Background: an optimization exercise with open tools, aiming at small area and a short achievable clock period. Do not read the settings as production practice. Function not checked in this run: the RTL went through the layout flow alone. In this run the design's own scripts or RTL, not TritonCTS, make the clock network. The clock port is modelled as an ideal driver, which makes a skipped or thinned clock tree look cheaper than it is; a real chip needs a root buffer or a tree. Power and IR drop assume default switching activity.

===== design/flow/config.mk =====
export PLATFORM = sky130hd
export DESIGN_NAME = signedMultiplier16
export DESIGN_NICKNAME = signedMultiplier16
export VERILOG_FILES = /design/flow/design.v
export SDC_FILE = /design/flow/constraint.sdc
export NUM_CORES = 4
export LEC_CHECK = 0
export CAP_MARGIN = 20
export CORE_MARGIN = 2
export CORE_UTILIZATION = 65
export PLACE_DENSITY = 0.75
export SLEW_MARGIN = 20
export SYNTH_HIERARCHICAL = 1
export SYNTH_MINIMUM_KEEP_SIZE = 0

===== design/flow/constraint.sdc =====
create_clock -name core_clock -period 8.8 [get_ports {clk}]
set_input_delay 1.7600 -clock core_clock [delete_from_list [all_inputs] [get_ports {clk}]]
set_output_delay 1.7600 -clock core_clock [all_outputs]
set_load 0.01 [all_outputs]

===== design/flow/design.v =====
package multPkg;
  typedef logic signed [16-1:0] operandT;
  typedef logic signed [32-1:0] productT;
  typedef struct packed {
    logic one;
    logic two;
    logic neg;
  } boothT;
  function automatic boothT boothEncode(input logic hi, input logic mid, input logic lo);
    boothT d;
    d.one = mid ^ lo;
    d.two = (hi & ~mid & ~lo) | (~hi & mid & lo);
    d.neg = hi;
    boothEncode = d;
  endfunction
endpackage
module operandPrep (
  input  logic             clk,
  input  logic             rstN,
  input  multPkg::operandT opA,
  input  multPkg::operandT opB,
  input  logic             inValid,
  output logic [15:0]      aR,
  output logic [7:0]       oneR,
  output logic [7:0]       twoR,
  output logic [7:0]       negR,
  output logic             prepValid
);
  logic [16:0] bExt;
  logic [7:0]  one;
  logic [7:0]  two;
  logic [7:0]  neg;
  assign bExt = {opB, 1'b0};
  for (genvar i = 0; i < 8; i++)
  begin : genDigit
    assign {one[i], two[i], neg[i]} = multPkg::boothEncode(bExt[2 * i + 2], bExt[2 * i + 1], bExt[2 * i]);
  end
  always_ff @(posedge clk)
  begin
    prepValid <= rstN & inValid;
  end
  always_ff @(posedge clk)
  begin
    aR <= opA;
    oneR <= one;
    twoR <= two;
    negR <= neg;
  end
endmodule
module daddaTree8 (
  input  logic [15:0]   aR,
  input  logic [7:0]    oneR,
  input  logic [7:0]    twoR,
  input  logic [7:0]    negR,
  output logic [73-1:0] cutBits
);
  logic pp0_0, pp0_1, pp0_2, pp0_3, pp0_4, pp0_5, pp0_6, pp0_7, pp0_8, pp0_9;
  logic pp0_10, pp0_11, pp0_12, pp0_13, pp0_14, pp0_15, pp0_16, pp1_0, pp1_1, pp1_2;
  logic pp1_3, pp1_4, pp1_5, pp1_6, pp1_7, pp1_8, pp1_9, pp1_10, pp1_11, pp1_12;
  logic pp1_13, pp1_14, pp1_15, pp1_16, pp2_0, pp2_1, pp2_2, pp2_3, pp2_4, pp2_5;
  logic pp2_6, pp2_7, pp2_8, pp2_9, pp2_10, pp2_11, pp2_12, pp2_13, pp2_14, pp2_15;
  logic pp2_16, pp3_0, pp3_1, pp3_2, pp3_3, pp3_4, pp3_5, pp3_6, pp3_7, pp3_8;
  logic pp3_9, pp3_10, pp3_11, pp3_12, pp3_13, pp3_14, pp3_15, pp3_16, pp4_0, pp4_1;
  logic pp4_2, pp4_3, pp4_4, pp4_5, pp4_6, pp4_7, pp4_8, pp4_9, pp4_10, pp4_11;
  logic pp4_12, pp4_13, pp4_14, pp4_15, pp4_16, pp5_0, pp5_1, pp5_2, pp5_3, pp5_4;
  logic pp5_5, pp5_6, pp5_7, pp5_8, pp5_9, pp5_10, pp5_11, pp5_12, pp5_13, pp5_14;
  logic pp5_15, pp5_16, pp6_0, pp6_1, pp6_2, pp6_3, pp6_4, pp6_5, pp6_6, pp6_7;
  logic pp6_8, pp6_9, pp6_10, pp6_11, pp6_12, pp6_13, pp6_14, pp6_15, pp6_16, pp7_0;
  logic pp7_1, pp7_2, pp7_3, pp7_4, pp7_5, pp7_6, pp7_7, pp7_8, pp7_9, pp7_10;
  logic pp7_11, pp7_12, pp7_13, pp7_14, pp7_15, pp7_16, s1, k1, s2, k2;
  logic s3, k3, s4, k4, s5, k5, s6, k6, s7, k7;
  logic s8, k8, s9, k9, s10, k10, s11, k11, s12, k12;
  logic s13, k13, s14, k14, s15, k15, s16, k16, s17, k17;
  logic s18, k18, s19, k19, s20, k20, s21, k21, s22, k22;
  logic s23, k23, s24, k24, s25, k25, s26, k26, s27, k27;
  logic s28, k28, s29, k29, s30, k30, s31, k31, s32, k32;
  logic s33, k33, s34, k34, s35, k35, s36, k36, s37, k37;
  logic s38, k38, s39, k39, s40, k40, s41, k41, s42, k42;
  logic s43, k43, s44, k44, s45, k45, s46, k46, s47, k47;
  logic s48, k48, s49, k49, s50, k50, s51, k51, s52, k52;
  logic s53, k53, s54, k54, s55, k55, s56, k56, s57, k57;
  logic s58, k58, s59, k59, s60, k60, s61, k61, s62, k62;
  logic s63, k63, s64, k64, s65, k65, s66, k66, s67, k67;
  logic s68, k68, s69, k69, s70, k70, s71, k71, s72, k72;
  logic s73, k73, s74, k74, s75, k75, s76, k76, s77, k77;
  logic s78, k78, s79, k79, s80, k80, s81, k81, s82, k82;
  logic s83, k83, s84, k84, s85, k85, s86, k86, s87, k87;
  logic s88, k88, s89, k89, s90, k90, s91, k91, s92, k92;
  logic s93, k93, t94, g94, t95, g95, t96, g96, t97, g97;
  logic t104, g104, t105, g105, s106, k106, s107, k107, s108, k108;
  logic s109, k109, s110, k110, s111, k111, s112, k112;
  assign pp0_0 = ((oneR[0] & aR[0]) | (twoR[0] & 1'b0)) ^ negR[0];
  assign pp0_1 = ((oneR[0] & aR[1]) | (twoR[0] & aR[0])) ^ negR[0];
  assign pp0_2 = ((oneR[0] & aR[2]) | (twoR[0] & aR[1])) ^ negR[0];
  assign pp0_3 = ((oneR[0] & aR[3]) | (twoR[0] & aR[2])) ^ negR[0];
  assign pp0_4 = ((oneR[0] & aR[4]) | (twoR[0] & aR[3])) ^ negR[0];
  assign pp0_5 = ((oneR[0] & aR[5]) | (twoR[0] & aR[4])) ^ negR[0];
  assign pp0_6 = ((oneR[0] & aR[6]) | (twoR[0] & aR[5])) ^ negR[0];
  assign pp0_7 = ((oneR[0] & aR[7]) | (twoR[0] & aR[6])) ^ negR[0];
  assign pp0_8 = ((oneR[0] & aR[8]) | (twoR[0] & aR[7])) ^ negR[0];
  assign pp0_9 = ((oneR[0] & aR[9]) | (twoR[0] & aR[8])) ^ negR[0];
  assign pp0_10 = ((oneR[0] & aR[10]) | (twoR[0] & aR[9])) ^ negR[0];
  assign pp0_11 = ((oneR[0] & aR[11]) | (twoR[0] & aR[10])) ^ negR[0];
  assign pp0_12 = ((oneR[0] & aR[12]) | (twoR[0] & aR[11])) ^ negR[0];
  assign pp0_13 = ((oneR[0] & aR[13]) | (twoR[0] & aR[12])) ^ negR[0];
  assign pp0_14 = ((oneR[0] & aR[14]) | (twoR[0] & aR[13])) ^ negR[0];
  assign pp0_15 = ((oneR[0] & aR[15]) | (twoR[0] & aR[14])) ^ negR[0];
  assign pp0_16 = ~(((oneR[0] | twoR[0]) & aR[15]) ^ negR[0]);
  assign pp1_0 = ((oneR[1] & aR[0]) | (twoR[1] & 1'b0)) ^ negR[1];
  assign pp1_1 = ((oneR[1] & aR[1]) | (twoR[1] & aR[0])) ^ negR[1];
  assign pp1_2 = ((oneR[1] & aR[2]) | (twoR[1] & aR[1])) ^ negR[1];
  assign pp1_3 = ((oneR[1] & aR[3]) | (twoR[1] & aR[2])) ^ negR[1];
  assign pp1_4 = ((oneR[1] & aR[4]) | (twoR[1] & aR[3])) ^ negR[1];
  assign pp1_5 = ((oneR[1] & aR[5]) | (twoR[1] & aR[4])) ^ negR[1];
  assign pp1_6 = ((oneR[1] & aR[6]) | (twoR[1] & aR[5])) ^ negR[1];
  assign pp1_7 = ((oneR[1] & aR[7]) | (twoR[1] & aR[6])) ^ negR[1];
  assign pp1_8 = ((oneR[1] & aR[8]) | (twoR[1] & aR[7])) ^ negR[1];
  assign pp1_9 = ((oneR[1] & aR[9]) | (twoR[1] & aR[8])) ^ negR[1];
  assign pp1_10 = ((oneR[1] & aR[10]) | (twoR[1] & aR[9])) ^ negR[1];
  assign pp1_11 = ((oneR[1] & aR[11]) | (twoR[1] & aR[10])) ^ negR[1];
  assign pp1_12 = ((oneR[1] & aR[12]) | (twoR[1] & aR[11])) ^ negR[1];
  assign pp1_13 = ((oneR[1] & aR[13]) | (twoR[1] & aR[12])) ^ negR[1];
  assign pp1_14 = ((oneR[1] & aR[14]) | (twoR[1] & aR[13])) ^ negR[1];
  assign pp1_15 = ((oneR[1] & aR[15]) | (twoR[1] & aR[14])) ^ negR[1];
  assign pp1_16 = ~(((oneR[1] | twoR[1]) & aR[15]) ^ negR[1]);
  assign pp2_0 = ((oneR[2] & aR[0]) | (twoR[2] & 1'b0)) ^ negR[2];
  assign pp2_1 = ((oneR[2] & aR[1]) | (twoR[2] & aR[0])) ^ negR[2];
  assign pp2_2 = ((oneR[2] & aR[2]) | (twoR[2] & aR[1])) ^ negR[2];
  assign pp2_3 = ((oneR[2] & aR[3]) | (twoR[2] & aR[2])) ^ negR[2];
  assign pp2_4 = ((oneR[2] & aR[4]) | (twoR[2] & aR[3])) ^ negR[2];
  assign pp2_5 = ((oneR[2] & aR[5]) | (twoR[2] & aR[4])) ^ negR[2];
  assign pp2_6 = ((oneR[2] & aR[6]) | (twoR[2] & aR[5])) ^ negR[2];
  assign pp2_7 = ((oneR[2] & aR[7]) | (twoR[2] & aR[6])) ^ negR[2];
  assign pp2_8 = ((oneR[2] & aR[8]) | (twoR[2] & aR[7])) ^ negR[2];
  assign pp2_9 = ((oneR[2] & aR[9]) | (twoR[2] & aR[8])) ^ negR[2];
  assign pp2_10 = ((oneR[2] & aR[10]) | (twoR[2] & aR[9])) ^ negR[2];
  assign pp2_11 = ((oneR[2] & aR[11]) | (twoR[2] & aR[10])) ^ negR[2];
  assign pp2_12 = ((oneR[2] & aR[12]) | (twoR[2] & aR[11])) ^ negR[2];
  assign pp2_13 = ((oneR[2] & aR[13]) | (twoR[2] & aR[12])) ^ negR[2];
  assign pp2_14 = ((oneR[2] & aR[14]) | (twoR[2] & aR[13])) ^ negR[2];
  assign pp2_15 = ((oneR[2] & aR[15]) | (twoR[2] & aR[14])) ^ negR[2];
  assign pp2_16 = ~(((oneR[2] | twoR[2]) & aR[15]) ^ negR[2]);
  assign pp3_0 = ((oneR[3] & aR[0]) | (twoR[3] & 1'b0)) ^ negR[3];
  assign pp3_1 = ((oneR[3] & aR[1]) | (twoR[3] & aR[0])) ^ negR[3];
  assign pp3_2 = ((oneR[3] & aR[2]) | (twoR[3] & aR[1])) ^ negR[3];
  assign pp3_3 = ((oneR[3] & aR[3]) | (twoR[3] & aR[2])) ^ negR[3];
  assign pp3_4 = ((oneR[3] & aR[4]) | (twoR[3] & aR[3])) ^ negR[3];
  assign pp3_5 = ((oneR[3] & aR[5]) | (twoR[3] & aR[4])) ^ negR[3];
  assign pp3_6 = ((oneR[3] & aR[6]) | (twoR[3] & aR[5])) ^ negR[3];
  assign pp3_7 = ((oneR[3] & aR[7]) | (twoR[3] & aR[6])) ^ negR[3];
  assign pp3_8 = ((oneR[3] & aR[8]) | (twoR[3] & aR[7])) ^ negR[3];
  assign pp3_9 = ((oneR[3] & aR[9]) | (twoR[3] & aR[8])) ^ negR[3];
  assign pp3_10 = ((oneR[3] & aR[10]) | (twoR[3] & aR[9])) ^ negR[3];
  assign pp3_11 = ((oneR[3] & aR[11]) | (twoR[3] & aR[10])) ^ negR[3];
  assign pp3_12 = ((oneR[3] & aR[12]) | (twoR[3] & aR[11])) ^ negR[3];
  assign pp3_13 = ((oneR[3] & aR[13]) | (twoR[3] & aR[12])) ^ negR[3];
  assign pp3_14 = ((oneR[3] & aR[14]) | (twoR[3] & aR[13])) ^ negR[3];
  assign pp3_15 = ((oneR[3] & aR[15]) | (twoR[3] & aR[14])) ^ negR[3];
  assign pp3_16 = ~(((oneR[3] | twoR[3]) & aR[15]) ^ negR[3]);
  assign pp4_0 = ((oneR[4] & aR[0]) | (twoR[4] & 1'b0)) ^ negR[4];
  assign pp4_1 = ((oneR[4] & aR[1]) | (twoR[4] & aR[0])) ^ negR[4];
  assign pp4_2 = ((oneR[4] & aR[2]) | (twoR[4] & aR[1])) ^ negR[4];
  assign pp4_3 = ((oneR[4] & aR[3]) | (twoR[4] & aR[2])) ^ negR[4];
  assign pp4_4 = ((oneR[4] & aR[4]) | (twoR[4] & aR[3])) ^ negR[4];
  assign pp4_5 = ((oneR[4] & aR[5]) | (twoR[4] & aR[4])) ^ negR[4];
  assign pp4_6 = ((oneR[4] & aR[6]) | (twoR[4] & aR[5])) ^ negR[4];
  assign pp4_7 = ((oneR[4] & aR[7]) | (twoR[4] & aR[6])) ^ negR[4];
  assign pp4_8 = ((oneR[4] & aR[8]) | (twoR[4] & aR[7])) ^ negR[4];
  assign pp4_9 = ((oneR[4] & aR[9]) | (twoR[4] & aR[8])) ^ negR[4];
  assign pp4_10 = ((oneR[4] & aR[10]) | (twoR[4] & aR[9])) ^ negR[4];
  assign pp4_11 = ((oneR[4] & aR[11]) | (twoR[4] & aR[10])) ^ negR[4];
  assign pp4_12 = ((oneR[4] & aR[12]) | (twoR[4] & aR[11])) ^ negR[4];
  assign pp4_13 = ((oneR[4] & aR[13]) | (twoR[4] & aR[12])) ^ negR[4];
  assign pp4_14 = ((oneR[4] & aR[14]) | (twoR[4] & aR[13])) ^ negR[4];
  assign pp4_15 = ((oneR[4] & aR[15]) | (twoR[4] & aR[14])) ^ negR[4];
  assign pp4_16 = ~(((oneR[4] | twoR[4]) & aR[15]) ^ negR[4]);
  assign pp5_0 = ((oneR[5] & aR[0]) | (twoR[5] & 1'b0)) ^ negR[5];
  assign pp5_1 = ((oneR[5] & aR[1]) | (twoR[5] & aR[0])) ^ negR[5];
  assign pp5_2 = ((oneR[5] & aR[2]) | (twoR[5] & aR[1])) ^ negR[5];
  assign pp5_3 = ((oneR[5] & aR[3]) | (twoR[5] & aR[2])) ^ negR[5];
  assign pp5_4 = ((oneR[5] & aR[4]) | (twoR[5] & aR[3])) ^ negR[5];
  assign pp5_5 = ((oneR[5] & aR[5]) | (twoR[5] & aR[4])) ^ negR[5];
  assign pp5_6 = ((oneR[5] & aR[6]) | (twoR[5] & aR[5])) ^ negR[5];
  assign pp5_7 = ((oneR[5] & aR[7]) | (twoR[5] & aR[6])) ^ negR[5];
  assign pp5_8 = ((oneR[5] & aR[8]) | (twoR[5] & aR[7])) ^ negR[5];
  assign pp5_9 = ((oneR[5] & aR[9]) | (twoR[5] & aR[8])) ^ negR[5];
  assign pp5_10 = ((oneR[5] & aR[10]) | (twoR[5] & aR[9])) ^ negR[5];
  assign pp5_11 = ((oneR[5] & aR[11]) | (twoR[5] & aR[10])) ^ negR[5];
  assign pp5_12 = ((oneR[5] & aR[12]) | (twoR[5] & aR[11])) ^ negR[5];
  assign pp5_13 = ((oneR[5] & aR[13]) | (twoR[5] & aR[12])) ^ negR[5];
  assign pp5_14 = ((oneR[5] & aR[14]) | (twoR[5] & aR[13])) ^ negR[5];
  assign pp5_15 = ((oneR[5] & aR[15]) | (twoR[5] & aR[14])) ^ negR[5];
  assign pp5_16 = ~(((oneR[5] | twoR[5]) & aR[15]) ^ negR[5]);
  assign pp6_0 = ((oneR[6] & aR[0]) | (twoR[6] & 1'b0)) ^ negR[6];
  assign pp6_1 = ((oneR[6] & aR[1]) | (twoR[6] & aR[0])) ^ negR[6];
  assign pp6_2 = ((oneR[6] & aR[2]) | (twoR[6] & aR[1])) ^ negR[6];
  assign pp6_3 = ((oneR[6] & aR[3]) | (twoR[6] & aR[2])) ^ negR[6];
  assign pp6_4 = ((oneR[6] & aR[4]) | (twoR[6] & aR[3])) ^ negR[6];
  assign pp6_5 = ((oneR[6] & aR[5]) | (twoR[6] & aR[4])) ^ negR[6];
  assign pp6_6 = ((oneR[6] & aR[6]) | (twoR[6] & aR[5])) ^ negR[6];
  assign pp6_7 = ((oneR[6] & aR[7]) | (twoR[6] & aR[6])) ^ negR[6];
  assign pp6_8 = ((oneR[6] & aR[8]) | (twoR[6] & aR[7])) ^ negR[6];
  assign pp6_9 = ((oneR[6] & aR[9]) | (twoR[6] & aR[8])) ^ negR[6];
  assign pp6_10 = ((oneR[6] & aR[10]) | (twoR[6] & aR[9])) ^ negR[6];
  assign pp6_11 = ((oneR[6] & aR[11]) | (twoR[6] & aR[10])) ^ negR[6];
  assign pp6_12 = ((oneR[6] & aR[12]) | (twoR[6] & aR[11])) ^ negR[6];
  assign pp6_13 = ((oneR[6] & aR[13]) | (twoR[6] & aR[12])) ^ negR[6];
  assign pp6_14 = ((oneR[6] & aR[14]) | (twoR[6] & aR[13])) ^ negR[6];
  assign pp6_15 = ((oneR[6] & aR[15]) | (twoR[6] & aR[14])) ^ negR[6];
  assign pp6_16 = ~(((oneR[6] | twoR[6]) & aR[15]) ^ negR[6]);
  assign pp7_0 = ((oneR[7] & aR[0]) | (twoR[7] & 1'b0)) ^ negR[7];
  assign pp7_1 = ((oneR[7] & aR[1]) | (twoR[7] & aR[0])) ^ negR[7];
  assign pp7_2 = ((oneR[7] & aR[2]) | (twoR[7] & aR[1])) ^ negR[7];
  assign pp7_3 = ((oneR[7] & aR[3]) | (twoR[7] & aR[2])) ^ negR[7];
  assign pp7_4 = ((oneR[7] & aR[4]) | (twoR[7] & aR[3])) ^ negR[7];
  assign pp7_5 = ((oneR[7] & aR[5]) | (twoR[7] & aR[4])) ^ negR[7];
  assign pp7_6 = ((oneR[7] & aR[6]) | (twoR[7] & aR[5])) ^ negR[7];
  assign pp7_7 = ((oneR[7] & aR[7]) | (twoR[7] & aR[6])) ^ negR[7];
  assign pp7_8 = ((oneR[7] & aR[8]) | (twoR[7] & aR[7])) ^ negR[7];
  assign pp7_9 = ((oneR[7] & aR[9]) | (twoR[7] & aR[8])) ^ negR[7];
  assign pp7_10 = ((oneR[7] & aR[10]) | (twoR[7] & aR[9])) ^ negR[7];
  assign pp7_11 = ((oneR[7] & aR[11]) | (twoR[7] & aR[10])) ^ negR[7];
  assign pp7_12 = ((oneR[7] & aR[12]) | (twoR[7] & aR[11])) ^ negR[7];
  assign pp7_13 = ((oneR[7] & aR[13]) | (twoR[7] & aR[12])) ^ negR[7];
  assign pp7_14 = ((oneR[7] & aR[14]) | (twoR[7] & aR[13])) ^ negR[7];
  assign pp7_15 = ((oneR[7] & aR[15]) | (twoR[7] & aR[14])) ^ negR[7];
  assign pp7_16 = ~(((oneR[7] | twoR[7]) & aR[15]) ^ negR[7]);
  halfAdder us1 (.x(pp0_10), .y(negR[5]), .s(s1), .c(k1));
  halfAdder us2 (.x(pp1_9), .y(pp0_11), .s(s2), .c(k2));
  fullAdder us3 (.x(pp1_10), .y(negR[6]), .z(pp0_12), .s(s3), .c(k3));
  halfAdder us4 (.x(pp3_6), .y(pp2_8), .s(s4), .c(k4));
  fullAdder us5 (.x(pp2_9), .y(pp0_13), .z(pp1_11), .s(s5), .c(k5));
  halfAdder us6 (.x(pp4_5), .y(pp3_7), .s(s6), .c(k6));
  fullAdder us7 (.x(pp1_12), .y(negR[7]), .z(pp0_14), .s(s7), .c(k7));
  fullAdder us8 (.x(pp4_6), .y(pp2_10), .z(pp3_8), .s(s8), .c(k8));
  halfAdder us9 (.x(pp6_2), .y(pp5_4), .s(s9), .c(k9));
  fullAdder us10 (.x(pp2_11), .y(pp0_15), .z(pp1_13), .s(s10), .c(k10));
  fullAdder us11 (.x(pp5_5), .y(pp3_9), .z(pp4_7), .s(s11), .c(k11));
  halfAdder us12 (.x(pp7_1), .y(pp6_3), .s(s12), .c(k12));
  assign {k13, s13} = {(1'b1 & pp0_16) | (1'b1 & pp1_14) | (pp0_16 & pp1_14), 1'b1 ^ pp0_16 ^ pp1_14};
  fullAdder us14 (.x(pp4_8), .y(pp2_12), .z(pp3_10), .s(s14), .c(k14));
  fullAdder us15 (.x(pp7_2), .y(pp5_6), .z(pp6_4), .s(s15), .c(k15));
  assign {k16, s16} = {(1'b1 & pp1_15) | (1'b1 & pp2_13) | (pp1_15 & pp2_13), 1'b1 ^ pp1_15 ^ pp2_13};
  fullAdder us17 (.x(pp5_7), .y(pp3_11), .z(pp4_9), .s(s17), .c(k17));
  halfAdder us18 (.x(pp7_3), .y(pp6_5), .s(s18), .c(k18));
  fullAdder us19 (.x(pp3_12), .y(pp1_16), .z(pp2_14), .s(s19), .c(k19));
  fullAdder us20 (.x(pp6_6), .y(pp4_10), .z(pp5_8), .s(s20), .c(k20));
  assign {k21, s21} = {(1'b1 & pp2_15) | (1'b1 & pp3_13) | (pp2_15 & pp3_13), 1'b1 ^ pp2_15 ^ pp3_13};
  halfAdder us22 (.x(pp5_9), .y(pp4_11), .s(s22), .c(k22));
  fullAdder us23 (.x(pp4_12), .y(pp2_16), .z(pp3_14), .s(s23), .c(k23));
  assign {k24, s24} = {1'b1 & pp3_15, 1'b1 ^ pp3_15};
  halfAdder us25 (.x(pp0_6), .y(negR[3]), .s(s25), .c(k25));
  halfAdder us26 (.x(pp1_5), .y(pp0_7), .s(s26), .c(k26));
  fullAdder us27 (.x(pp1_6), .y(negR[4]), .z(pp0_8), .s(s27), .c(k27));
  halfAdder us28 (.x(pp3_2), .y(pp2_4), .s(s28), .c(k28));
  fullAdder us29 (.x(pp2_5), .y(pp0_9), .z(pp1_7), .s(s29), .c(k29));
  halfAdder us30 (.x(pp4_1), .y(pp3_3), .s(s30), .c(k30));
  fullAdder us31 (.x(pp3_4), .y(pp1_8), .z(pp2_6), .s(s31), .c(k31));
  fullAdder us32 (.x(s1), .y(pp4_2), .z(pp5_0), .s(s32), .c(k32));
  fullAdder us33 (.x(pp4_3), .y(pp2_7), .z(pp3_5), .s(s33), .c(k33));
  fullAdder us34 (.x(s2), .y(pp5_1), .z(k1), .s(s34), .c(k34));
  fullAdder us35 (.x(pp6_0), .y(pp4_4), .z(pp5_2), .s(s35), .c(k35));
  fullAdder us36 (.x(s3), .y(k2), .z(s4), .s(s36), .c(k36));
  fullAdder us37 (.x(k4), .y(pp5_3), .z(pp6_1), .s(s37), .c(k37));
  fullAdder us38 (.x(s5), .y(s6), .z(k3), .s(s38), .c(k38));
  fullAdder us39 (.x(s9), .y(pp7_0), .z(k6), .s(s39), .c(k39));
  fullAdder us40 (.x(s8), .y(k5), .z(s7), .s(s40), .c(k40));
  fullAdder us41 (.x(k7), .y(k9), .z(s12), .s(s41), .c(k41));
  fullAdder us42 (.x(s11), .y(k8), .z(s10), .s(s42), .c(k42));
  fullAdder us43 (.x(k11), .y(k12), .z(k10), .s(s43), .c(k43));
  fullAdder us44 (.x(s15), .y(s13), .z(s14), .s(s44), .c(k44));
  fullAdder us45 (.x(k14), .y(s18), .z(k13), .s(s45), .c(k45));
  fullAdder us46 (.x(s17), .y(k15), .z(s16), .s(s46), .c(k46));
  fullAdder us47 (.x(k16), .y(pp7_4), .z(k18), .s(s47), .c(k47));
  fullAdder us48 (.x(s20), .y(k17), .z(s19), .s(s48), .c(k48));
  fullAdder us49 (.x(s22), .y(pp6_7), .z(pp7_5), .s(s49), .c(k49));
  fullAdder us50 (.x(s21), .y(k19), .z(k20), .s(s50), .c(k50));
  fullAdder us51 (.x(pp7_6), .y(pp5_10), .z(pp6_8), .s(s51), .c(k51));
  fullAdder us52 (.x(s23), .y(k22), .z(k21), .s(s52), .c(k52));
  fullAdder us53 (.x(pp6_9), .y(pp4_13), .z(pp5_11), .s(s53), .c(k53));
  fullAdder us54 (.x(k23), .y(pp7_7), .z(s24), .s(s54), .c(k54));
  fullAdder us55 (.x(pp5_12), .y(pp3_16), .z(pp4_14), .s(s55), .c(k55));
  fullAdder us56 (.x(k24), .y(pp6_10), .z(pp7_8), .s(s56), .c(k56));
  assign {k57, s57} = {(1'b1 & pp4_15) | (1'b1 & pp5_13) | (pp4_15 & pp5_13), 1'b1 ^ pp4_15 ^ pp5_13};
  halfAdder us58 (.x(pp7_9), .y(pp6_11), .s(s58), .c(k58));
  fullAdder us59 (.x(pp6_12), .y(pp4_16), .z(pp5_14), .s(s59), .c(k59));
  assign {k60, s60} = {1'b1 & pp5_15, 1'b1 ^ pp5_15};
  halfAdder us61 (.x(pp0_4), .y(negR[2]), .s(s61), .c(k61));
  halfAdder us62 (.x(pp1_3), .y(pp0_5), .s(s62), .c(k62));
  fullAdder us63 (.x(pp3_0), .y(pp1_4), .z(pp2_2), .s(s63), .c(k63));
  fullAdder us64 (.x(k25), .y(pp2_3), .z(pp3_1), .s(s64), .c(k64));
  fullAdder us65 (.x(s28), .y(pp4_0), .z(k26), .s(s65), .c(k65));
  fullAdder us66 (.x(k27), .y(k28), .z(s30), .s(s66), .c(k66));
  fullAdder us67 (.x(s31), .y(k30), .z(k29), .s(s67), .c(k67));
  fullAdder us68 (.x(k32), .y(k31), .z(s33), .s(s68), .c(k68));
  fullAdder us69 (.x(k34), .y(k33), .z(s35), .s(s69), .c(k69));
  fullAdder us70 (.x(k36), .y(k35), .z(s37), .s(s70), .c(k70));
  fullAdder us71 (.x(k38), .y(k37), .z(s39), .s(s71), .c(k71));
  fullAdder us72 (.x(k40), .y(k39), .z(s41), .s(s72), .c(k72));
  fullAdder us73 (.x(s43), .y(k41), .z(k42), .s(s73), .c(k73));
  fullAdder us74 (.x(k44), .y(k43), .z(s45), .s(s74), .c(k74));
  fullAdder us75 (.x(k46), .y(k45), .z(s47), .s(s75), .c(k75));
  fullAdder us76 (.x(k48), .y(s49), .z(k47), .s(s76), .c(k76));
  fullAdder us77 (.x(k50), .y(s51), .z(k49), .s(s77), .c(k77));
  fullAdder us78 (.x(k52), .y(k51), .z(s53), .s(s78), .c(k78));
  fullAdder us79 (.x(s56), .y(k53), .z(s55), .s(s79), .c(k79));
  fullAdder us80 (.x(s57), .y(s58), .z(k55), .s(s80), .c(k80));
  fullAdder us81 (.x(k57), .y(pp7_10), .z(k58), .s(s81), .c(k81));
  fullAdder us82 (.x(s60), .y(pp6_13), .z(pp7_11), .s(s82), .c(k82));
  fullAdder us83 (.x(pp7_12), .y(pp5_16), .z(pp6_14), .s(s83), .c(k83));
  assign {k84, s84} = {1'b1 & pp6_15, 1'b1 ^ pp6_15};
  halfAdder us85 (.x(pp0_2), .y(negR[1]), .s(s85), .c(k85));
  halfAdder us86 (.x(pp1_1), .y(pp0_3), .s(s86), .c(k86));
  fullAdder us87 (.x(s61), .y(pp1_2), .z(pp2_0), .s(s87), .c(k87));
  fullAdder us88 (.x(s62), .y(pp2_1), .z(k61), .s(s88), .c(k88));
  fullAdder us89 (.x(s63), .y(k62), .z(s25), .s(s89), .c(k89));
  fullAdder us90 (.x(s64), .y(s26), .z(k63), .s(s90), .c(k90));
  fullAdder us91 (.x(s65), .y(s27), .z(k64), .s(s91), .c(k91));
  fullAdder us92 (.x(s66), .y(s29), .z(k65), .s(s92), .c(k92));
  fullAdder us93 (.x(s67), .y(s32), .z(k66), .s(s93), .c(k93));
  assign {g94, t94} = {s34 & k67, s34 ^ k67};
  assign {g95, t95} = {s36 & k68, s36 ^ k68};
  assign {g96, t96} = {s38 & k69, s38 ^ k69};
  assign {g97, t97} = {s40 & k70, s40 ^ k70};
  assign {g104, t104} = {s54 & k77, s54 ^ k77};
  assign {g105, t105} = {k54 & s79, k54 ^ s79};
  fullAdder us106 (.x(k79), .y(k56), .z(s80), .s(s106), .c(k106));
  fullAdder us107 (.x(s81), .y(s59), .z(k80), .s(s107), .c(k107));
  fullAdder us108 (.x(k81), .y(k59), .z(s82), .s(s108), .c(k108));
  fullAdder us109 (.x(k82), .y(k60), .z(s83), .s(s109), .c(k109));
  fullAdder us110 (.x(k83), .y(pp7_13), .z(s84), .s(s110), .c(k110));
  fullAdder us111 (.x(k84), .y(pp6_16), .z(pp7_14), .s(s111), .c(k111));
  assign {k112, s112} = {1'b1 & pp7_15, 1'b1 ^ pp7_15};
  assign cutBits[0] = s68;
  assign cutBits[1] = t94;
  assign cutBits[2] = g94;
  assign cutBits[3] = s69;
  assign cutBits[4] = t95;
  assign cutBits[5] = g95;
  assign cutBits[6] = s70;
  assign cutBits[7] = t96;
  assign cutBits[8] = g96;
  assign cutBits[9] = s71;
  assign cutBits[10] = t97;
  assign cutBits[11] = g97;
  assign cutBits[12] = s42;
  assign cutBits[13] = k71;
  assign cutBits[14] = s72;
  assign cutBits[15] = s44;
  assign cutBits[16] = k72;
  assign cutBits[17] = s73;
  assign cutBits[18] = s46;
  assign cutBits[19] = k73;
  assign cutBits[20] = s74;
  assign cutBits[21] = s48;
  assign cutBits[22] = k74;
  assign cutBits[23] = s75;
  assign cutBits[24] = s50;
  assign cutBits[25] = k75;
  assign cutBits[26] = s76;
  assign cutBits[27] = s52;
  assign cutBits[28] = k76;
  assign cutBits[29] = s77;
  assign cutBits[30] = s78;
  assign cutBits[31] = t104;
  assign cutBits[32] = g104;
  assign cutBits[33] = k78;
  assign cutBits[34] = t105;
  assign cutBits[35] = g105;
  assign cutBits[36] = negR[0];
  assign cutBits[37] = pp0_0;
  assign cutBits[38] = pp0_1;
  assign cutBits[39] = s85;
  assign cutBits[40] = pp1_0;
  assign cutBits[41] = k85;
  assign cutBits[42] = s86;
  assign cutBits[43] = k86;
  assign cutBits[44] = s87;
  assign cutBits[45] = k87;
  assign cutBits[46] = s88;
  assign cutBits[47] = k88;
  assign cutBits[48] = s89;
  assign cutBits[49] = k89;
  assign cutBits[50] = s90;
  assign cutBits[51] = k90;
  assign cutBits[52] = s91;
  assign cutBits[53] = k91;
  assign cutBits[54] = s92;
  assign cutBits[55] = k92;
  assign cutBits[56] = s93;
  assign cutBits[57] = k93;
  assign cutBits[58] = s106;
  assign cutBits[59] = k106;
  assign cutBits[60] = s107;
  assign cutBits[61] = k107;
  assign cutBits[62] = s108;
  assign cutBits[63] = k108;
  assign cutBits[64] = s109;
  assign cutBits[65] = k109;
  assign cutBits[66] = s110;
  assign cutBits[67] = k110;
  assign cutBits[68] = s111;
  assign cutBits[69] = k111;
  assign cutBits[70] = s112;
  assign cutBits[71] = k112;
  assign cutBits[72] = pp7_16;
endmodule
module fullAdder (
  input  logic x,
  input  logic y,
  input  logic z,
  output logic s,
  output logic c
);
  assign s = x ^ y ^ z;
  assign c = (x & y) | (x & z) | (y & z);
endmodule
module halfAdder (
  input  logic x,
  input  logic y,
  output logic s,
  output logic c
);
  assign s = x ^ y;
  assign c = x & y;
endmodule
module productMerge (
  input  logic                      clk,
  input  logic                      rstN,
  input  logic [73-1:0]    cutBits,
  input  logic                      prepValid,
  output multPkg::productT          product,
  output logic                      outValid
);
  logic                      treeValid;
  logic [73-1:0]    cutR;
  logic [32-1:0] rowA;
  logic [32-1:0] rowB;
  logic s68, t94, g94, s69, t95, g95, s70, t96, g96, s71;
  logic t97, g97, s42, k71, s72, s44, k72, s73, s46, k73;
  logic s74, s48, k74, s75, s50, k75, s76, s52, k76, s77;
  logic s78, t104, g104, k78, t105, g105, negR_0, pp0_0, pp0_1, s85;
  logic pp1_0, k85, s86, k86, s87, k87, s88, k88, s89, k89;
  logic s90, k90, s91, k91, s92, k92, s93, k93, s106, k106;
  logic s107, k107, s108, k108, s109, k109, s110, k110, s111, k111;
  logic s112, k112, pp7_16, s94, k94, s95, k95, s96, k96, s97;
  logic k97, s98, k98, s99, k99, s100, k100, s101, k101, s102;
  logic k102, s103, k103, s104, k104, s105, k105;
  always_ff @(posedge clk)
  begin
    treeValid <= rstN & prepValid;
    outValid  <= rstN & treeValid;
  end
  always_ff @(posedge clk)
  begin
    cutR    <= cutBits;
    product <= rowA + rowB;
  end
  assign s68 = cutR[0];
  assign t94 = cutR[1];
  assign g94 = cutR[2];
  assign s69 = cutR[3];
  assign t95 = cutR[4];
  assign g95 = cutR[5];
  assign s70 = cutR[6];
  assign t96 = cutR[7];
  assign g96 = cutR[8];
  assign s71 = cutR[9];
  assign t97 = cutR[10];
  assign g97 = cutR[11];
  assign s42 = cutR[12];
  assign k71 = cutR[13];
  assign s72 = cutR[14];
  assign s44 = cutR[15];
  assign k72 = cutR[16];
  assign s73 = cutR[17];
  assign s46 = cutR[18];
  assign k73 = cutR[19];
  assign s74 = cutR[20];
  assign s48 = cutR[21];
  assign k74 = cutR[22];
  assign s75 = cutR[23];
  assign s50 = cutR[24];
  assign k75 = cutR[25];
  assign s76 = cutR[26];
  assign s52 = cutR[27];
  assign k76 = cutR[28];
  assign s77 = cutR[29];
  assign s78 = cutR[30];
  assign t104 = cutR[31];
  assign g104 = cutR[32];
  assign k78 = cutR[33];
  assign t105 = cutR[34];
  assign g105 = cutR[35];
  assign negR_0 = cutR[36];
  assign pp0_0 = cutR[37];
  assign pp0_1 = cutR[38];
  assign s85 = cutR[39];
  assign pp1_0 = cutR[40];
  assign k85 = cutR[41];
  assign s86 = cutR[42];
  assign k86 = cutR[43];
  assign s87 = cutR[44];
  assign k87 = cutR[45];
  assign s88 = cutR[46];
  assign k88 = cutR[47];
  assign s89 = cutR[48];
  assign k89 = cutR[49];
  assign s90 = cutR[50];
  assign k90 = cutR[51];
  assign s91 = cutR[52];
  assign k91 = cutR[53];
  assign s92 = cutR[54];
  assign k92 = cutR[55];
  assign s93 = cutR[56];
  assign k93 = cutR[57];
  assign s106 = cutR[58];
  assign k106 = cutR[59];
  assign s107 = cutR[60];
  assign k107 = cutR[61];
  assign s108 = cutR[62];
  assign k108 = cutR[63];
  assign s109 = cutR[64];
  assign k109 = cutR[65];
  assign s110 = cutR[66];
  assign k110 = cutR[67];
  assign s111 = cutR[68];
  assign k111 = cutR[69];
  assign s112 = cutR[70];
  assign k112 = cutR[71];
  assign pp7_16 = cutR[72];
  assign s94 = t94 ^ s68;
  assign k94 = g94 | (t94 & s68);
  assign s95 = t95 ^ s69;
  assign k95 = g95 | (t95 & s69);
  assign s96 = t96 ^ s70;
  assign k96 = g96 | (t96 & s70);
  assign s97 = t97 ^ s71;
  assign k97 = g97 | (t97 & s71);
  fullAdder us98 (.x(s72), .y(s42), .z(k71), .s(s98), .c(k98));
  fullAdder us99 (.x(s73), .y(s44), .z(k72), .s(s99), .c(k99));
  fullAdder us100 (.x(s74), .y(s46), .z(k73), .s(s100), .c(k100));
  fullAdder us101 (.x(s75), .y(s48), .z(k74), .s(s101), .c(k101));
  fullAdder us102 (.x(s76), .y(s50), .z(k75), .s(s102), .c(k102));
  fullAdder us103 (.x(s77), .y(s52), .z(k76), .s(s103), .c(k103));
  assign s104 = t104 ^ s78;
  assign k104 = g104 | (t104 & s78);
  assign s105 = t105 ^ k78;
  assign k105 = g105 | (t105 & k78);
  assign rowA[0] = negR_0;
  assign rowB[0] = pp0_0;
  assign rowA[1] = pp0_1;
  assign rowB[1] = 1'b0;
  assign rowA[2] = s85;
  assign rowB[2] = pp1_0;
  assign rowA[3] = k85;
  assign rowB[3] = s86;
  assign rowA[4] = k86;
  assign rowB[4] = s87;
  assign rowA[5] = k87;
  assign rowB[5] = s88;
  assign rowA[6] = k88;
  assign rowB[6] = s89;
  assign rowA[7] = k89;
  assign rowB[7] = s90;
  assign rowA[8] = k90;
  assign rowB[8] = s91;
  assign rowA[9] = k91;
  assign rowB[9] = s92;
  assign rowA[10] = k92;
  assign rowB[10] = s93;
  assign rowA[11] = k93;
  assign rowB[11] = s94;
  assign rowA[12] = k94;
  assign rowB[12] = s95;
  assign rowA[13] = k95;
  assign rowB[13] = s96;
  assign rowA[14] = k96;
  assign rowB[14] = s97;
  assign rowA[15] = k97;
  assign rowB[15] = s98;
  assign rowA[16] = k98;
  assign rowB[16] = s99;
  assign rowA[17] = k99;
  assign rowB[17] = s100;
  assign rowA[18] = k100;
  assign rowB[18] = s101;
  assign rowA[19] = k101;
  assign rowB[19] = s102;
  assign rowA[20] = k102;
  assign rowB[20] = s103;
  assign rowA[21] = k103;
  assign rowB[21] = s104;
  assign rowA[22] = k104;
  assign rowB[22] = s105;
  assign rowA[23] = k105;
  assign rowB[23] = s106;
  assign rowA[24] = k106;
  assign rowB[24] = s107;
  assign rowA[25] = k107;
  assign rowB[25] = s108;
  assign rowA[26] = k108;
  assign rowB[26] = s109;
  assign rowA[27] = k109;
  assign rowB[27] = s110;
  assign rowA[28] = k110;
  assign rowB[28] = s111;
  assign rowA[29] = k111;
  assign rowB[29] = s112;
  assign rowA[30] = k112;
  assign rowB[30] = pp7_16;
  assign rowA[31] = 1'b1;
  assign rowB[31] = 1'b0;
endmodule
module signedMultiplier16 (
  input  logic             clk,
  input  logic             rstN,
  input  multPkg::operandT opA,
  input  multPkg::operandT opB,
  input  logic             inValid,
  output multPkg::productT product,
  output logic             outValid
);
  logic [15:0]               aR;
  logic [7:0]                oneR;
  logic [7:0]                twoR;
  logic [7:0]                negR;
  logic                      prepValid;
  logic [73-1:0]     cutBits;
  operandPrep operandPrep_inst (
    .clk       (clk),
    .rstN      (rstN),
    .opA       (opA),
    .opB       (opB),
    .inValid   (inValid),
    .aR        (aR),
    .oneR      (oneR),
    .twoR      (twoR),
    .negR      (negR),
    .prepValid (prepValid)
  );
  daddaTree8 daddaTree8_inst (
    .aR   (aR),
    .oneR (oneR),
    .twoR (twoR),
    .negR (negR),
    .cutBits (cutBits)
  );
  productMerge productMerge_inst (
    .clk       (clk),
    .rstN      (rstN),
    .cutBits   (cutBits),
    .prepValid (prepValid),
    .product   (product),
    .outValid  (outValid)
  );
endmodule

===== design/flow/flow/run.sh =====
#!/bin/bash
# standard synthesis and layout, except:
# - the port buffers are the smallest buffer instead of a delay cell,
# - the clock tree is a balanced two-level tree built by flow/clock_tree.tcl
#   (root buffer, one buffer per k-means cluster of flip-flops) in place of TritonCTS.
set -euo pipefail
export FLOW_CLOCK_TREE="12 sky130_fd_sc_hd__clkbuf_16 sky130_fd_sc_hd__clkbuf_8"
bash standard.sh SETUP_SLACK_MARGIN=6.2 "BUFFER_PORTS_ARGS=-buffer_cell sky130_fd_sc_hd__buf_1" \
  PRE_CTS_TCL=$PWD/flow/clock_tree.tcl finish > flow_make.log 2>&1

===== design/flow/flow/clock_tree.tcl =====
# Two-level clock tree: the clock port drives one root buffer, which drives one
# buffer per cluster of flip-flops (clusters by k-means on placement).
proc my_clock_tree {nclusters rootcell leafcell} {
  set block [ord::get_db_block]
  set db [ord::get_db]
  set clknet [$block findNet clk]
  set sinks {}
  foreach it [$clknet getITerms] {
    lappend sinks $it
  }
  set pts {}
  foreach it $sinks {
    set b [[$it getInst] getBBox]
    lappend pts [list [expr {([$b xMin] + [$b xMax]) / 2.0}] [expr {([$b yMin] + [$b yMax]) / 2.0}]]
  }
  set n [llength $pts]
  # k-means, seeded by spreading over sorted x then y
  set cent {}
  set sorted [lsort -real -index 0 $pts]
  for {set k 0} {$k < $nclusters} {incr k} {
    lappend cent [lindex $sorted [expr {int(($k + 0.5) * $n / $nclusters)}]]
  }
  for {set iter 0} {$iter < 50} {incr iter} {
    set assign {}
    foreach p $pts {
      set best 0; set bd 1e30
      for {set k 0} {$k < $nclusters} {incr k} {
        set c [lindex $cent $k]
        set d [expr {abs([lindex $p 0] - [lindex $c 0]) + abs([lindex $p 1] - [lindex $c 1])}]
        if {$d < $bd} { set bd $d; set best $k }
      }
      lappend assign $best
    }
    set newc {}
    for {set k 0} {$k < $nclusters} {incr k} {
      set sx 0; set sy 0; set m 0
      foreach p $pts a $assign {
        if {$a == $k} { set sx [expr {$sx + [lindex $p 0]}]; set sy [expr {$sy + [lindex $p 1]}]; incr m }
      }
      if {$m > 0} { lappend newc [list [expr {$sx / $m}] [expr {$sy / $m}]] } else { lappend newc [lindex $cent $k] }
    }
    set cent $newc
  }
  set rmaster [$db findMaster $rootcell]
  set lmaster [$db findMaster $leafcell]
  # root buffer at the centre of the leaf buffers
  set rx 0; set ry 0
  foreach c $cent { set rx [expr {$rx + [lindex $c 0]}]; set ry [expr {$ry + [lindex $c 1]}] }
  set rx [expr {int($rx / $nclusters)}]; set ry [expr {int($ry / $nclusters)}]
  set root [odb::dbInst_create $block $rmaster "clkbuf_root"]
  $root setLocation $rx $ry
  $root setPlacementStatus PLACED
  set rootnet [odb::dbNet_create $block "clknet_root"]
  $rootnet setSigType CLOCK
  foreach it $sinks { $it disconnect }
  [$root findITerm A] connect $clknet
  [$root findITerm X] connect $rootnet
  for {set k 0} {$k < $nclusters} {incr k} {
    set c [lindex $cent $k]
    set leaf [odb::dbInst_create $block $lmaster "clkbuf_leaf_$k"]
    $leaf setLocation [expr {int([lindex $c 0])}] [expr {int([lindex $c 1])}]
    $leaf setPlacementStatus PLACED
    set net [odb::dbNet_create $block "clknet_leaf_$k"]
    $net setSigType CLOCK
    [$leaf findITerm A] connect $rootnet
    [$leaf findITerm X] connect $net
    foreach it $sinks a $assign {
      if {$a == $k} { $it connect $net }
    }
  }
}

# Used as ORFS's PRE_CTS_TCL hook: build the tree here, and leave the CTS step's
# clock_tree_synthesis call nothing to do.
if {[info exists ::env(FLOW_CLOCK_TREE)]} {
  my_clock_tree {*}$::env(FLOW_CLOCK_TREE)
  set_propagated_clock [all_clocks]
  proc clock_tree_synthesis {args} { puts "clock tree built by flow/clock_tree.tcl" }
}

===== design/flow/standard.sh =====
#!/bin/bash
# synth_recipe.tcl (not shown) runs the flow's synth.tcl, then flattens the netlist and writes it again
# the make line also repeats each setting of config.mk as NAME=value (left out here)
make -C /OpenROAD-flow-scripts/flow DESIGN_CONFIG=/design/flow/config.mk WORK_HOME=/design/flow/orfs CLKGATE_MAP_FILE= SYNTH_SCRIPT=/design/flow/synth_recipe.tcl "${@:-finish}"

==> results.cfg <==
[worst_setup_path]
critical_path_buf_inv_count = 1
endpoint = product[31]
crit_slowest_cell = dfxtp_1
crit_type = register to output port
crit_path_cell_trace = buf_2
cp.arrival_ns = 0.81
r2r_end = productMerge_inst.cutR[56]
crit_fanout = 1
r2r-start = operandPrep_inst.twoR[3]
cp_num_cells = 1
critPathTopFamily = flip-flops
rr_worst_depth = 5
start_kind = register
startpoint = productMerge_inst.product[31]
end_kind = output port
cp_slowest_stage_delay_ns = 0.30
rrSetupSlack_ns = 6.26
crit_required_ns = 7.04

[sta]
final_max_slew_viol_count = 0
relSlewSlack = 0.579
finClkSkew_ns = 0.0225
tns_ns = 0
final.min_clock_period_ns = 2.57
fmax_mhz = 389
finalSetupViolCount = 0
rsz0062_at_grt = yes
hold_viol = 0
worst_pin_slew_ns = 0.631
period_share = 0.292

[global_route]
grt_max_degree = 20
track_usage = 0.231
grt_pass1_wl_um = 33100
overflow = 0
grt_pass1_vias = 6312
antenna_found_initial = 0

[clock_network]
clk_latency_ns = 0.38
clk_pin_slew_ns = 0.09

[power_and_ir_drop]
pwr-share-comb = 0.663
p_clk_frac = 0.080
p_per_area_nw_per_um2 = 407
peakVddDrop_mv = 0.228
netSwitchingFraction = 0.443
seq_power_share = 0.258
internal_power_mw = 2.37
power.leakage_nw = 4.05
switchingPower_mw = 1.88

[flow_run]
max-cap-violations = 0

[synth]
yosysMostFrequentCell = dfxtp_1
synth_flop_cell = dfxtp_1
synth_top_area_cell = dfxtp_1
ys_seq_area_frac = 0.281
synth_adder_area_share = 0.230
syn_avg_cell_area_um2 = 10.9
synth_edf_count = 0
synth_common_cells = dfxtp_1 (148), xnor2_1 (137), a22oi_1 (109), buf_4 (94), fa_1 (81)
synth_xor_area_frac = 0.142
yosys.area_share.simple = 0.0531
yosys_warnings = 8
synth_compound_area_frac = 0.169
synth_area_um2 = 10500
synthArstFlopShare = 0
synth_fp_nets = 1151
syn_inst = 971
ys_ff_latch = 148
synth_top_family_by_area = adder cells
netlist.area_leader.share = 0.281
ys_types = 67
synth.area.top_cells = dfxtp_1 (28%), fa_1 (15%), xnor2_1 (11%), a22oi_1 (7.8%), ha_1 (7.6%)
synthMuxAreaShare = 0.000949

[floorplan]
die_w_um = 131
dieHeight_um = 131
pin_count = 68
rows = 46
start_util = 0.664
design.core.area_um2 = 15900
dieArea_um2 = 17300

[detailed_routing]
vias = 6665
route.detailed.drc = 0
drt_iter0_markers = 613
drt_wl_total_um = 20800
wl_per_cell_um = 18.4
firstDrtPassIters = 6
antenna_left = 0
viasPerCell = 5.90

[hold_path]
min_path_cells = 1
hold_class = register to register

[outcome]
outcome = no timing/DRC/antenna violations

[layout]
layout.nets = 1096
diodes = 0
postLayoutCoreUtil = 0.658
drive_above_1_share = 0.174
area_growth_pct = -0.819

[placed_design]
hpwlAfterDp_um = 14800
gp_congestion = 0.930
io_buffers = 67
## layer usage
metal / track usage / wire (um)
met1: 0.359 / 9790
met2: 0.342 / 8820
met3: 0.0382 / 1680
met4: 0.0423 / 478
met5: 0 / 0
## flip-flops by register name, summed over array words and instances (netlist names)
signal,flops
operandPrep_inst.negR,8
operandPrep_inst.oneR,8
productMerge_inst.cutR,73
operandPrep_inst.twoR,8
productMerge_inst.product,32
productMerge_inst.outValid,1
productMerge_inst.treeValid,1
operandPrep_inst.prepValid,1
operandPrep_inst.aR,16
## power by group through the flow
stage                     clock, mW  combinational, mW  sequential [mW]
final                         0.339               2.82             1.10
after global routing          0.384               3.14             1.12
after CTS                     0.357               2.65             1.09
after detailed placement          0               2.51             1.11
after global placement            0               2.47             1.10
after floorplan                   0               2.43             1.07
## layout make-up
class	instances	area, um2
Buffer	13	190
Fill cell	1322	5430
Inverter	15	56.3
Multi-Input combinational cell	656	6410
Sequential cell	148	3090
Tap cell	216	270
Timing Repair Buffer	82	449
## Yosys stat by module (local to each module, per instance), excerpt
module	times used	flip-flops and latches	cell area, um2	cells
fullAdder	81	0	20.0	1
operandPrep	1	41	1020	71
daddaTree8	1	0	3590	438
halfAdder	17	0	12.5	1
productMerge	1	107	4100	364
## worst min path at each step
stage,slack [ns],from,to
after floorplan,0.41,operandPrep_inst.prepValid,productMerge_inst.treeValid
after global placement,0.41,operandPrep_inst.prepValid,productMerge_inst.treeValid
after detailed placement,0.41,operandPrep_inst.prepValid,productMerge_inst.treeValid
after CTS,0.44,operandPrep_inst.prepValid,productMerge_inst.treeValid
after global routing,0.45,operandPrep_inst.prepValid,productMerge_inst.treeValid
final,0.43,operandPrep_inst.prepValid,productMerge_inst.treeValid
## through the flow
| step | power (mW) | area, um2 | std cells | worst slack [ns] | hold WS, ns |
|---|---|---|---|---|---|
| after floorplan | 3.50 | 10500 | 971 | 6.20 | 0.406 |
| after global placement | 3.57 | 9820 | 1103 | 5.87 | 0.415 |
| after detailed placement | 3.62 | 9820 | 1103 | 5.84 | 0.415 |
| after CTS | 4.10 | 10200 | 1117 | 6.17 | 0.439 |
| after global routing | 4.64 | 10500 | 1130 | 6.13 | 0.454 |
| final | 4.26 | 10500 | 1130 | 6.23 | 0.432 |
## kinds of logic (layout without fill, tap and decap cells)
kind of cell | count (synthesis) | after routing
compound gates | 237 | 237
xor+xnor | 171 | 171
fa+ha+maj | 145 | 145
buf+inv | 167 | 110
flops | 148 | 148
mux | 1 | 1
simple gates | 102 | 102
## worst reg2reg max path, delay by kind of cell (launching register included)
kind / cells / cell delay [ns]
AOI/OAI and AO/OA: 1 / 0.18
adders and majority gates: 3 / 1.45
xor gates and xnor gates: 1 / 0.22
DFF: 1 / 0.58
## timing repair
action / in CTS / in global routing
setup buffers: 1 / 13
resized for setup: 72 / 66
pin swaps: 3 / 3
hold endpoints to repair: 0 / 0
hold buffers: 0 / 0
endpoints found under the setup margin: 69 / 52
## cell usage in the layout (no fill, tap or decap), types with 12 or more instances in the layout
cell type  count
inv_1         15
ha_1          58
clkbuf_8      12
nor2_1        14
xor2_1        34
buf_4         15
nand2_1       26
buf_2         24
a21oi_1       25
fa_1          81
o21ai_0       28
dfxtp_2       19
dfxtp_1      102
xnor2_1      136
a22oi_2       12
buf_1         34
dfxtp_4       27
a22oi_1      109

[afterwards: timing with drivers on the ports]
Ports are ideal in the flow. The routed layout listed here was re-timed in OpenROAD.
Step 1, drivers: a clkbuf_16 drives clk and a buf_2 each remaining input, both assumed.
Step 2 moves the port delays by t, midway between the first and last clock arrival at a register: inputs arrive t later, outputs are due t later. That takes back most of the time a late clock gives input paths.
Slacks: ideal ports / drivers / drivers and shift; pairs: ideal ports / drivers.
t (ns): 0.418
slack for setup (ns): 6.232 / 6.186 / 6.258
hold WS [ns]: 0.432 / 0.432 / 0.432
worst setup path after step 2: register to register
worst data-port slew with drivers (ns): 0.03
After both steps setup and hold are still met in this run. For this run, drivers alone change the setup slack by -0.046 ns; drivers and shift together by +0.026 ns.
